From an optimization exercise on the open Yosys and OpenROAD flow, aimed at small area, a short achievable clock period and few clock cycles; shortcuts taken in it are not production practice. Only simulation tests tie the RTL to the original design; equivalence was not proved. Power and IR drop assume default switching activity.

[design/flow/run.sh]
#!/bin/bash
# synth_recipe.tcl (not shown) runs the flow's synth.tcl, then flattens the netlist and writes it again
# the make line also repeats each setting of config.mk as NAME=value (left out here)
make -C /OpenROAD-flow-scripts/flow DESIGN_CONFIG=/design/flow/config.mk WORK_HOME=/design/flow/orfs CLKGATE_MAP_FILE= SYNTH_SCRIPT=/design/flow/synth_recipe.tcl finish
[design/flow/config.mk]
export PLATFORM = sky130hd
export DESIGN_NAME = mem_stage
export DESIGN_NICKNAME = mem_stage
export VERILOG_FILES = /design/flow/design.v
export SDC_FILE = /design/flow/constraint.sdc
export NUM_CORES = 4
export LEC_CHECK = 0
export CAP_MARGIN = 20
export CORE_MARGIN = 2
export CORE_UTILIZATION = 30
export SLEW_MARGIN = 20
export SYNTH_MEMORY_MAX_BITS = 8192
[design/flow/constraint.sdc]
create_clock -name core_clock -period 12.0 [get_ports {clk}]
set_input_delay 2.4000 -clock core_clock [delete_from_list [all_inputs] [get_ports {clk}]]
set_output_delay 2.4000 -clock core_clock [all_outputs]
set_load 0.01 [all_outputs]
[design/flow/design.v]
package mem_stage_pkg;
	localparam int ICACHE_IDX_BITS = 8;
	localparam int DCACHE_IDX_BITS = 8;
	localparam int RAM_ADDR_BITS = 6;
	typedef enum logic [1:0] {
		width_byte = 2'd0,
		width_half = 2'd1,
		width_word = 2'd2
	} mem_width_e;
	typedef enum logic [1:0] {
		cop_icache_inval = 2'd0,
		cop_dcache_inval = 2'd1,
		cop_dcache_flush = 2'd2
	} cache_op_e;
	typedef struct packed {
		logic        load;
		logic        store;
		logic [31:0] addr;
		logic [31:0] mdr;  
		logic [1:0]  width;  
		logic [3:0]  rd_sel;
	} mem_req_t;
	typedef struct packed {
		logic        access;
		logic        wr_en;
		logic [31:0] addr;
		logic [1:0]  width;  
		logic [31:0] wr_val;
	} dbg_req_t;
	typedef struct packed {
		logic [29:0] addr;  
		logic [3:0]  bytesel;
		logic        wr_en;
		logic [31:0] wr_val;
		logic        access;
	} bus_req_t;
	typedef struct packed {
		logic [31:0] rd_data;
		logic        ack;
		logic        error;
	} bus_rsp_t;
	typedef struct packed {
		logic        update_rd;
		logic [3:0]  rd_sel;
		logic [31:0] val;
	} wb_t;
endpackage
`timescale 1ns/1ns
module mem_lane_align (
	input  logic                    dbg_en,
	input  mem_stage_pkg::mem_req_t mem_req,
	input  mem_stage_pkg::dbg_req_t dbg_req,
	output logic [31:0]             acc_addr,
	output logic [1:0]              acc_width,
	output logic [3:0]              bytesel,
	output logic [31:0]             wr_lanes,
	input  logic [31:0]             rd_word_q,
	input  logic [1:0]              rd_lane_q,
	input  logic [1:0]              rd_width_q,
	output logic [31:0]             rd_value
);
	logic [31:0] acc_wr_data;
	logic [1:0]  lane;
	logic [7:0]  rd_byte;
	assign acc_addr = dbg_en ? dbg_req.addr : mem_req.addr;
	assign acc_width = dbg_en ? dbg_req.width : mem_req.width;
	assign acc_wr_data = dbg_en ? dbg_req.wr_val : mem_req.mdr;
	assign lane = acc_addr[1:0];
	always_comb begin
		case (acc_width)
			mem_stage_pkg::width_byte: begin
				bytesel = 4'b0001 << lane;
				wr_lanes = {4{acc_wr_data[7:0]}};
			end
			mem_stage_pkg::width_half: begin
				bytesel = lane[1] ? 4'b1100 : 4'b0011;
				wr_lanes = {2{acc_wr_data[15:0]}};
			end
			default: begin
				bytesel = 4'b1111;
				wr_lanes = acc_wr_data;
			end
		endcase
	end
	always_comb begin
		case (rd_lane_q)
			2'd0: rd_byte = rd_word_q[7:0];
			2'd1: rd_byte = rd_word_q[15:8];
			2'd2: rd_byte = rd_word_q[23:16];
			default: rd_byte = rd_word_q[31:24];
		endcase
		case (rd_width_q)
			mem_stage_pkg::width_byte: rd_value = {24'b0, rd_byte};
			mem_stage_pkg::width_half: rd_value = rd_lane_q[1] ? {16'b0, rd_word_q[31:16]}
			                                                   : {16'b0, rd_word_q[15:0]};
			default: rd_value = rd_word_q;
		endcase
	end
endmodule
`timescale 1ns/1ns
module mem_cache_maint (
	input  logic                                        cache_instr,
	input  logic [1:0]                                  cache_op,  
	input  logic [31:0]                                 wr_val,
	input  logic                                        i_cacheop_complete,
	input  logic                                        d_cacheop_complete,
	output logic                                        i_inval,
	output logic                                        d_inval,
	output logic                                        d_flush,
	output logic [mem_stage_pkg::ICACHE_IDX_BITS-1:0]   i_idx,
	output logic [mem_stage_pkg::DCACHE_IDX_BITS-1:0]   d_idx,
	output logic                                        cache_done
);
	assign i_inval = cache_instr && cache_op == mem_stage_pkg::cop_icache_inval;
	assign d_inval = cache_instr && cache_op == mem_stage_pkg::cop_dcache_inval;
	assign d_flush = cache_instr && cache_op == mem_stage_pkg::cop_dcache_flush;
	assign i_idx = wr_val[mem_stage_pkg::ICACHE_IDX_BITS-1:0];
	assign d_idx = wr_val[mem_stage_pkg::DCACHE_IDX_BITS-1:0];
	assign cache_done = i_cacheop_complete | d_cacheop_complete;
endmodule
`timescale 1ns/1ns
module mem_writeback (
	input  logic                    clk,
	input  logic                    rst,
	input  mem_stage_pkg::mem_req_t mem_req,
	input  mem_stage_pkg::dbg_req_t dbg_req,
	input  logic                    update_rd,
	input  logic [3:0]              rd_sel,
	input  logic [31:0]             wr_val,
	input  logic [31:0]             acc_addr,
	input  logic [1:0]              acc_width,
	input  logic [31:0]             rd_data,    
	input  logic [31:0]             rd_value,   
	input  logic                    cache_done,
	output logic                    ram_we,
	output logic [31:0]             rd_word_q,
	output logic [1:0]              rd_lane_q,
	output logic [1:0]              rd_width_q,
	output mem_stage_pkg::wb_t      wb,
	output logic                    complete,
	output logic                    data_abort,
	output logic                    busy,
	output logic                    dbg_compl,
	output logic [31:0]             dbg_rd_val
);
	logic mem_oor;
	logic dbg_oor;
	logic acc_oor;
	logic dbg_rd_2nd;  
	logic dbg_done;
	logic wb_q;
	logic [3:0] wb_rd_q;
	assign mem_oor = |mem_req.addr[31:mem_stage_pkg::RAM_ADDR_BITS+2];
	assign dbg_oor = |dbg_req.addr[31:mem_stage_pkg::RAM_ADDR_BITS+2];
	assign acc_oor = |acc_addr[31:mem_stage_pkg::RAM_ADDR_BITS+2];
	assign dbg_done = dbg_req.access & (dbg_req.wr_en | dbg_rd_2nd);
	assign dbg_compl = dbg_done;
	assign complete = mem_req.load | mem_req.store | dbg_done | cache_done;
	assign data_abort = ((mem_req.load | mem_req.store) & mem_oor) | (dbg_done & dbg_oor);
	assign ram_we = ((mem_req.store) | (dbg_req.access & dbg_req.wr_en)) & !acc_oor;
	always_ff @(posedge clk) begin
		rd_word_q <= update_rd ? wr_val : rd_data;
		rd_lane_q <= update_rd ? 2'd0 : acc_addr[1:0];
		rd_width_q <= update_rd ? mem_stage_pkg::width_word : acc_width;
		wb_rd_q <= update_rd ? rd_sel : mem_req.rd_sel;
		if (rst) begin
			dbg_rd_2nd <= 1'b0;
			wb_q <= 1'b0;
		end else begin
			dbg_rd_2nd <= dbg_req.access & !dbg_req.wr_en & !dbg_rd_2nd;
			wb_q <= (mem_req.load & !mem_oor) | update_rd;
		end
	end
	assign wb.update_rd = wb_q;
	assign wb.rd_sel = wb_rd_q;
	assign wb.val = rd_value;
	assign dbg_rd_val = rd_value;
	assign busy = mem_req.load | mem_req.store | wb_q;
endmodule
`timescale 1ns/1ns
module data_ram (
	input  logic                                     clk,
	input  logic                                     we,       
	input  logic [mem_stage_pkg::RAM_ADDR_BITS-1:0]  word_idx,
	input  logic [3:0]                               bytesel,
	input  logic [31:0]                              wr_val,
	output logic [31:0]                              rd_data
);
	localparam int WORDS = 2 ** mem_stage_pkg::RAM_ADDR_BITS;
	logic [31:0] mem [WORDS];
	always_ff @(posedge clk) begin
		if (we) begin
			for (int b = 0; b < 4; b++) begin
				if (bytesel[b])
					mem[word_idx][b*8 +: 8] <= wr_val[b*8 +: 8];
			end
		end
	end
	assign rd_data = mem[word_idx];
endmodule
`timescale 1ns/1ns
module mem_stage (
	input  logic        clk,
	input  logic        rst,
	input  logic        mem_req_load,
	input  logic        mem_req_store,
	input  logic [31:0] mem_req_addr,
	input  logic [31:0] mem_req_mdr,
	input  logic [1:0]  mem_req_width,
	input  logic [3:0]  mem_req_rd_sel,
	input  logic [31:0] wr_val,
	input  logic        update_rd,
	input  logic [3:0]  rd_sel,
	input  logic        cache_instr,
	input  logic [1:0]  cache_op,
	input  logic        i_cacheop_complete,
	input  logic        d_cacheop_complete,
	input  logic        dbg_en,
	input  logic        dbg_req_access,
	input  logic        dbg_req_wr_en,
	input  logic [31:0] dbg_req_addr,
	input  logic [1:0]  dbg_req_width,
	input  logic [31:0] dbg_req_wr_val,
	output logic        wb_update_rd,
	output logic [3:0]  wb_rd_sel,
	output logic [31:0] wb_val,
	output logic        complete,
	output logic        data_abort,
	output logic        busy,
	output logic [31:0] dbg_rd_val,
	output logic        dbg_compl,
	output logic        i_inval,
	output logic        d_inval,
	output logic        d_flush,
	output logic [7:0]  i_idx,
	output logic [7:0]  d_idx
);
	mem_stage_pkg::mem_req_t mem_req;
	mem_stage_pkg::dbg_req_t dbg_req;
	mem_stage_pkg::wb_t      wb;
	assign mem_req.load = mem_req_load;
	assign mem_req.store = mem_req_store;
	assign mem_req.addr = mem_req_addr;
	assign mem_req.mdr = mem_req_mdr;
	assign mem_req.width = mem_req_width;
	assign mem_req.rd_sel = mem_req_rd_sel;
	assign dbg_req.access = dbg_req_access;
	assign dbg_req.wr_en = dbg_req_wr_en;
	assign dbg_req.addr = dbg_req_addr;
	assign dbg_req.width = dbg_req_width;
	assign dbg_req.wr_val = dbg_req_wr_val;
	assign wb_update_rd = wb.update_rd;
	assign wb_rd_sel = wb.rd_sel;
	assign wb_val = wb.val;
	logic [31:0] acc_addr;
	logic [1:0]  acc_width;
	logic [3:0]  bytesel;
	logic [31:0] wr_lanes;
	logic [31:0] rd_data;
	logic [31:0] rd_word_q;
	logic [1:0]  rd_lane_q;
	logic [1:0]  rd_width_q;
	logic [31:0] rd_value;
	logic        ram_we;
	logic        cache_done;
	mem_lane_align u_lane_align (
		.dbg_en     (dbg_en),
		.mem_req    (mem_req),
		.dbg_req    (dbg_req),
		.acc_addr   (acc_addr),
		.acc_width  (acc_width),
		.bytesel    (bytesel),
		.wr_lanes   (wr_lanes),
		.rd_word_q  (rd_word_q),
		.rd_lane_q  (rd_lane_q),
		.rd_width_q (rd_width_q),
		.rd_value   (rd_value)
	);
	mem_cache_maint u_cache_maint (
		.cache_instr        (cache_instr),
		.cache_op           (cache_op),
		.wr_val             (wr_val),
		.i_cacheop_complete (i_cacheop_complete),
		.d_cacheop_complete (d_cacheop_complete),
		.i_inval            (i_inval),
		.d_inval            (d_inval),
		.d_flush            (d_flush),
		.i_idx              (i_idx),
		.d_idx              (d_idx),
		.cache_done         (cache_done)
	);
	mem_writeback u_writeback (
		.clk        (clk),
		.rst        (rst),
		.mem_req    (mem_req),
		.dbg_req    (dbg_req),
		.update_rd  (update_rd),
		.rd_sel     (rd_sel),
		.wr_val     (wr_val),
		.acc_addr   (acc_addr),
		.acc_width  (acc_width),
		.rd_data    (rd_data),
		.rd_value   (rd_value),
		.cache_done (cache_done),
		.ram_we     (ram_we),
		.rd_word_q  (rd_word_q),
		.rd_lane_q  (rd_lane_q),
		.rd_width_q (rd_width_q),
		.wb         (wb),
		.complete   (complete),
		.data_abort (data_abort),
		.busy       (busy),
		.dbg_compl  (dbg_compl),
		.dbg_rd_val (dbg_rd_val)
	);
	data_ram u_data_ram (
		.clk      (clk),
		.we       (ram_we),
		.word_idx (acc_addr[mem_stage_pkg::RAM_ADDR_BITS+1:2]),
		.bytesel  (bytesel),
		.wr_val   (wr_lanes),
		.rd_data  (rd_data)
	);
endmodule
==> flow_metrics.tcl <==
set metrics [dict create \
    status "finished clean" \
    fin_total_pwr_mw 15.9 \
    worstPathArrival_ns 4.14 \
    synth_cell_type_count 59 \
    worstMarginPinSlew_ns 1.19 \
    async_flop_share_pct 0 \
    wl_per_cell_um 28.0 \
    viasPerCell 5.46 \
    slowest_delay_ns 0.50 \
    clock-sinks 2090 \
    synth.most_common_cell "edfxtp_1" \
    synth-seq-area-share_pct 77.6 \
    worst_path_max_delay_cell "clkdlybuf4s50_1" \
    slew_headroom_pct 19.7 \
    place_ws_ns 4.76 \
    clkTransAtPathRegs_ns 0.07 \
    fin_util_pct 35.8 \
    synth-edff-count 2048 \
    rsz0062_at_grt "no" \
    r2r-end "u_writeback.rd_word_q[28]$_DFF_P_" \
    grt_pass1_vias 46800 \
    whs_endpoint "u_writeback.dbg_rd_2nd$_SDFF_PP0_" \
    synth_largest_area_cell "edfxtp_1" \
    fin_setup_tns_ns 0 \
    whs_ns 0.442 \
    hold_path_depth 1 \
    rows 189 \
    cts_setup_buffers 0 \
    ys_seq_elements 2090 \
    grt_usage_pct 17.4 \
    period_share_pct 54.5 \
    hpwlAfterDp_um 145000 \
    fillers 24800 \
    min_path_type "reg -> reg" \
    io_buffers 276 \
    clock-root-buffer "clkbuf_16" \
    fin_skew_ns 0.0516 \
    fmax_mhz 153 \
    synth_area_leaders "edfxtp_1 (77%), a22oi_1 (5.6%), mux2i_1 (4.7%)" \
    start_util_pct 30.2 \
    min_from "u_writeback.dbg_rd_2nd$_SDFF_PP0_" \
    hold_viol 0 \
    final_layout_size_suffix_gt1_share_pct 14.0 \
    yosysWarnings 3 \
    fin_ws_ns 5.46 \
    critical_path.max_fanout 2 \
    htreeDepth 4 \
    remaining_drc_errors 0 \
    finalNetCount 5270 \
    ys.flop_type "edfxtp_1" \
    synthTopCellsByCount "edfxtp_1 (2048), a22oi_1 (599), mux2i_1 (377), nor3_1 (262), o22ai_1 (185)" \
    path_class "in -> out" \
    syn_inst 4721 \
    die_area_um2 272000 \
    grt_pass1_wl_um 345000 \
    area_delta_synth_final_pct 18.6 \
    r2r_setup_slack_ns 9.77 \
    io_pins 277 \
    final_max_slew_viol_count 0 \
    drtAntennaViolNets 0 \
    synth_top_area_share_pct 76.6 \
    fin_crit_ns 6.54 \
    die_width_um 521 \
    numCtsBuffers 207 \
    p_leak_nw 29.3 \
    syn_nets 4906 \
    vdd_drop_max_uv 157 \
    ctsResizeCount 0 \
    r2r-start "u_data_ram.mem[4][28]$_DFFE_PP_" \
    overflow 0 \
    place.gp.congestion 0.855 \
    cts_tree "done" \
    drt-initial-drc-count 6155 \
    end_kind "primary output" \
    insertion_delay_ns 0.86 \
    path_cells "clkdlybuf4s50_1, nor4_1, nand4_1, o21ai_0, o21ai_0, clkdlybuf4s50_1" \
    syn_avg_cell_area_um2 17.0 \
    grt_max_degree 112 \
    cts_hold_buf 0 \
    p_per_area_nw_per_um2 167 \
    start_kind "primary input" \
    setup_viol 0 \
    timing.max_cap.violations 0 \
    drt_pass1_iterations 6 \
    die-height_um 521 \
    worstRegToRegCells 5 \
    core_area_um2 266000 \
    num_vias 48000 \
    crit_required_ns 9.60 \
    antenna_found_initial 16 \
    clockBufferDepth 3 \
    drt_wl_total_um 246000 \
    syn_area_um2 80300 \
]
==> worst max-delay path, delay by kind of cell <==
family / cells / cell delay [ns]
compound gates: 2 / 0.35
buf+inv: 2 / 0.90
simple gates: 2 / 0.48
==> sequential cells by signal (all words and copies together) (netlist names) <==
signal,flops
u_writeback.rd_lane_q,2
u_writeback.wb_rd_q,4
u_writeback.rd_word_q,32
u_writeback.dbg_rd_2nd,1
u_data_ram.mem,2048
u_writeback.wb_q,1
u_writeback.rd_width_q,2
==> cells by family after synthesis <==
kind of cell,after synthesis,synth area share [%]
AO/OA/AOI/OAI,1202,10.8
buffers and inverters,441,2.68
flip-flops,2090,77.6
multiplexers,411,5.18
AND/OR/NAND/NOR,577,3.71
==> cell usage in the layout, fill, tap and decap left out, types with 8 or more instances in the layout <==
cell type and n:
a21oi_1 51, a21oi_4 10, a222oi_1 16, a22o_1 12, a22oi_1 599, a31oi_1 15, a32oi_1 29, a41oi_1 129
and2_1 19, and3_1 8, and4b_1 23, buf_4 278, bufinv_16 17, clkbuf_1 43, clkbuf_16 208, clkbuf_8 11
clkdlybuf4s50_1 274, clkinv_1 51, clkinv_2 34, dfxtp_1 42, edfxtp_1 2048, inv_1 36, mux2_2 32, mux2i_1 377
nand2_1 103, nand4_1 14, nor2_1 57, nor3_1 199, nor3_2 63, nor4_1 31, o211ai_1 10, o21ai_0 93
o21ai_4 16, o22ai_1 185
==> worst max-delay path by stage <==
stage	startpoint	to	slack, ns	depth (start not counted)
floorplan	dbg_en	u_data_ram.mem[0][30]$_DFFE_PP_	5.09	7
global placement	dbg_en	u_data_ram.mem[40][4]$_DFFE_PP_	4.83	7
detailed placement	dbg_en	u_data_ram.mem[40][17]$_DFFE_PP_	4.76	7
CTS	dbg_req_addr[8]	data_abort	5.42	6
global route	mem_req_addr[26]	data_abort	5.31	6
finish	dbg_req_addr[8]	data_abort	5.46	6
==> through the flow <==
| step | area [µm²] | std cells |
|---|---|---|
| 5_1_grt | 95200 | 8794 |
| 4_1_cts | 95200 | 8793 |
| 6_report | 95200 | 8797 |
| 3_3_place_gp | 88100 | 8406 |
| 2_1_floorplan | 80300 | 4721 |
| 3_5_place_dp | 88400 | 8409 |
==> routing by layer <==
layer	part of all wire, %	wire length, µm	GRT usage [%]
met1	39	95400	22.6
met2	48	118000	28.7
met3	9.0	22000	3.19
met4	4.2	10400	7.20
met5	0.0053	13	0
==> power by group <==
group          switching [mW]  internal, mW  leakage (nW)
combinational           0.878         0.356          7.41
clock                    2.83          3.64          3.30
sequential             0.0480          8.19          18.6
==> cell type report <==
type	instances	area, µm²	area share [%]
Inverter	36	135	0.142
Timing Repair Buffer	560	4970	5.22
Sequential cell	2090	62300	65.5
Clock buffer	262	5520	5.79
Clock inverter	122	1270	1.33
Tap cell	3533	4420	4.64
Multi-Input combinational cell	2190	16600	17.4
Antenna cell	4	10.0	0.0105
Testbench counts, summed over its fixed seeds: cycles 34,848.

==> re-timing with driven ports <==
The flow's constraints put no driver on any port. The routed layout listed below was extracted and timed again, unchanged, in two steps. Step 1 assumes that a clkbuf_16 drives the clock port and a buf_2 every other input. Step 2 times the ports against the registers' clock, not the clock port: input delays grow and output delays shrink by t, the midpoint of the rising clock arrivals with the driver on. Three values: ideal ports, drivers, drivers and shift; two values: the first two.
t, ns: 0.921
setup WS [ns]: 5.460 / 5.433 / 4.710
worst setup path at the end: input to register
slew at the worst register clock pin (ns): 0.07 / 0.07
worst data-port slew with drivers (ns): 0.17
After both steps this run still meets setup and hold. The setup slack of this run moves by -0.027 ns with the drivers and by -0.750 ns with both steps.
